What follows belongs to an exercise in optimizing a design on an open flow for small area, a short achievable clock period and few clock cycles; a production flow would make more cautious choices. In this exercise RTL edits were held to simulation tests only and were not proved equivalent to the original.

Setup of job 6917:
// euclid_top
module euclid_top
(
  input  wire logic        cr_intf,
  input  wire logic        rst_n,
  input  wire logic        job_start,
  input  wire logic        job_shape,       
  input  wire logic [7:0]  job_p0_x,
  input  wire logic [7:0]  job_p0_y,
  input  wire logic [7:0]  job_p1_x,
  input  wire logic [7:0]  job_p1_y,
  input  wire logic [7:0]  job_p2_x,
  input  wire logic [7:0]  job_p2_y,
  input  wire logic [15:0] job_color,
  input  wire logic [2:0]  job_bzdepth,
  input  wire logic        pxl_ready,
  output logic             busy,
  output logic             job_done,
  output logic             pxl_valid,
  output logic [7:0]       pxl_x,
  output logic [7:0]       pxl_y,
  output logic [15:0]      pxl_color
);
export LEC_CHECK = 0
export CAP_MARGIN = 20
export CORE_MARGIN = 2
export CORE_UTILIZATION = 40
export CTS_BUF_LIST = sky130_fd_sc_hd__clkbuf_8
export SETUP_SLACK_MARGIN = 1.8
export SLEW_MARGIN = 20
export TNS_END_PERCENT = 30
create_clock -name core_clock -period 5.5 [get_ports {cr_intf}]
standard.sh (not shown) runs the stock make flow with config.mk's settings and CLKGATE_MAP_FILE= SYNTH_SCRIPT=/design/flow/synth_recipe.tcl, a recipe that flattens the netlist after the stock synthesis.
==> flow/flow/run.sh <==
#!/bin/bash
# Standard layout, with plain buf_2 cells (instead of the default delay-buffer
# cell) for the port buffers. Full make output goes to make.log.
set -euo pipefail
export BUFFER_PORTS_ARGS="-buffer_cell sky130_fd_sc_hd__buf_2"
bash standard.sh > make.log 2>&1
Job 6917 went all the way through synthesis, placement and routing and the layout is clean on timing, DRC and antenna.
Testbench counts of job 6917, summed over its fixed seeds: cycles 68,592.
### job 6917 -> job 5855
# job 6917
export LEC_CHECK = 0
export CAP_MARGIN = 20
export CORE_MARGIN = 2
export CORE_UTILIZATION = 40
export CTS_BUF_LIST = sky130_fd_sc_hd__clkbuf_8
export SETUP_SLACK_MARGIN = 1.8
export SLEW_MARGIN = 20
export TNS_END_PERCENT = 30
create_clock -name core_clock -period 5.5 [get_ports {cr_intf}]
# job 5855
export LEC_CHECK = 0
export CAP_MARGIN = 20
export CORE_MARGIN = 2
export CORE_UTILIZATION = 40
export CTS_BUF_LIST = sky130_fd_sc_hd__clkbuf_8
export SETUP_SLACK_MARGIN = 1.6
export SLEW_MARGIN = 20
create_clock -name core_clock -period 5.5 [get_ports {cr_intf}]
==> flow/flow/run.sh <==
#!/bin/bash
# Standard layout, with plain buf_1 cells (instead of the default delay-buffer
# cell) for the port buffers. Full make output goes to make.log.
set -euo pipefail
export BUFFER_PORTS_ARGS="-buffer_cell sky130_fd_sc_hd__buf_1"
bash standard.sh > make.log 2>&1
==> comparison <==
Side by side, number of nets in the layout turned out lower in job 5855 than in job 6917.
Changes observed in job 5855 relative to job 6917: clock skew higher; required time of the critical path has remained practically unchanged; number of filler cells placed in the layout rose by about 2.5%; worst hold slack across all endpoints barely changed; fraction of met2 tracks used by global routing saw an increase.
In the final design statistics, job 5855 uses fewer standard cells in total than job 6917.
Of job 5855 and job 6917, it is job 5855 that has the higher wire length of the first global-routing pass.
[compare] base=job 6917 new=job 5855: final area decreased 380 sq um, top fanout value on the critical path went up by 3.
Fraction of standard cell area that is sequential is lower on job 6917
What job 8606 does differently from job 5855 at the input level:
# job 5855
export LEC_CHECK = 0
export CAP_MARGIN = 20
export CORE_MARGIN = 2
export CORE_UTILIZATION = 40
export CTS_BUF_LIST = sky130_fd_sc_hd__clkbuf_8
export SETUP_SLACK_MARGIN = 1.6
export SLEW_MARGIN = 20
create_clock -name core_clock -period 5.5 [get_ports {cr_intf}]
# job 8606
export LEC_CHECK = 0
export ABC_AREA = 1
export CAP_MARGIN = 20
export CORE_MARGIN = 2
export CORE_UTILIZATION = 40
export CTS_BUF_LIST = sky130_fd_sc_hd__clkbuf_8
export SETUP_SLACK_MARGIN = 1.6
export SLEW_MARGIN = 20
create_clock -name core_clock -period 5.5 [get_ports {cr_intf}]
==> flow/flow/run.sh <==
#!/bin/bash
# Standard layout, with plain buf_2 cells (instead of the default delay-buffer
# cell) for the port buffers. Full make output goes to make.log.
set -euo pipefail
export BUFFER_PORTS_ARGS="-buffer_cell sky130_fd_sc_hd__buf_2"
bash standard.sh > make.log 2>&1
Notes after the runs:
Job 8606: flow completed, timing, DRC and antenna clean
In job 8606 the final area turned out 3.4% higher than in job 5855.
Job 8606 vs job 5855 — synthesized area rose 4.6%.
Area growth from synthesis to layout: job 8606 lower than job 5855
fa_1 as the highest-delay cell along the critical path was reported by job 8606, and or4_4 by job 5855.
From job 5855 to job 8606 the numbers moved as follows: worst-case setup margin in the final layout increased by 0.082 ns relative to the old numbers, non-filler instance count after layout went up by 286, fraction of area in multi-input gates went down, post-synthesis compound-gate area fraction decreased 1.6 points.

[what the ideal ports hide]
The flow's constraints put no driver on any port. The routed layouts listed below were extracted and timed again, unchanged, in two steps. Step 1: set_driving_cell puts a clkbuf_16 on cr_intf and a buf_2 on each other input, an assumption about the parent block. Step 2 also shifts input and output timing later by t, the mid clock arrival at the registers, as if the neighbouring blocks saw the same clock. a / b / c = ideal ports / drivers / drivers and shift; a / b = the first two.
| run | shift t [ns] | slack for setup (ns) | latest minus earliest clock arrival (ns) | worst slew at a driven data input, ns |
|---|---|---|---|---|
| job 6917 | 0.483 | 1.722 / 1.722 / 1.537 | 0.010 / 0.010 | 0.07 |
| job 5855 | 0.498 | 1.676 / 1.676 / 1.465 | 0.018 / 0.017 | 0.07 |
| job 8606 | 0.504 | 1.757 / 1.757 / 1.757 | 0.018 / 0.018 | 0.06 |
After both steps every run listed still meets setup and hold. For job 5855, which loses most, drivers alone change the setup slack by 0.000 ns; drivers and shift together by -0.211 ns.
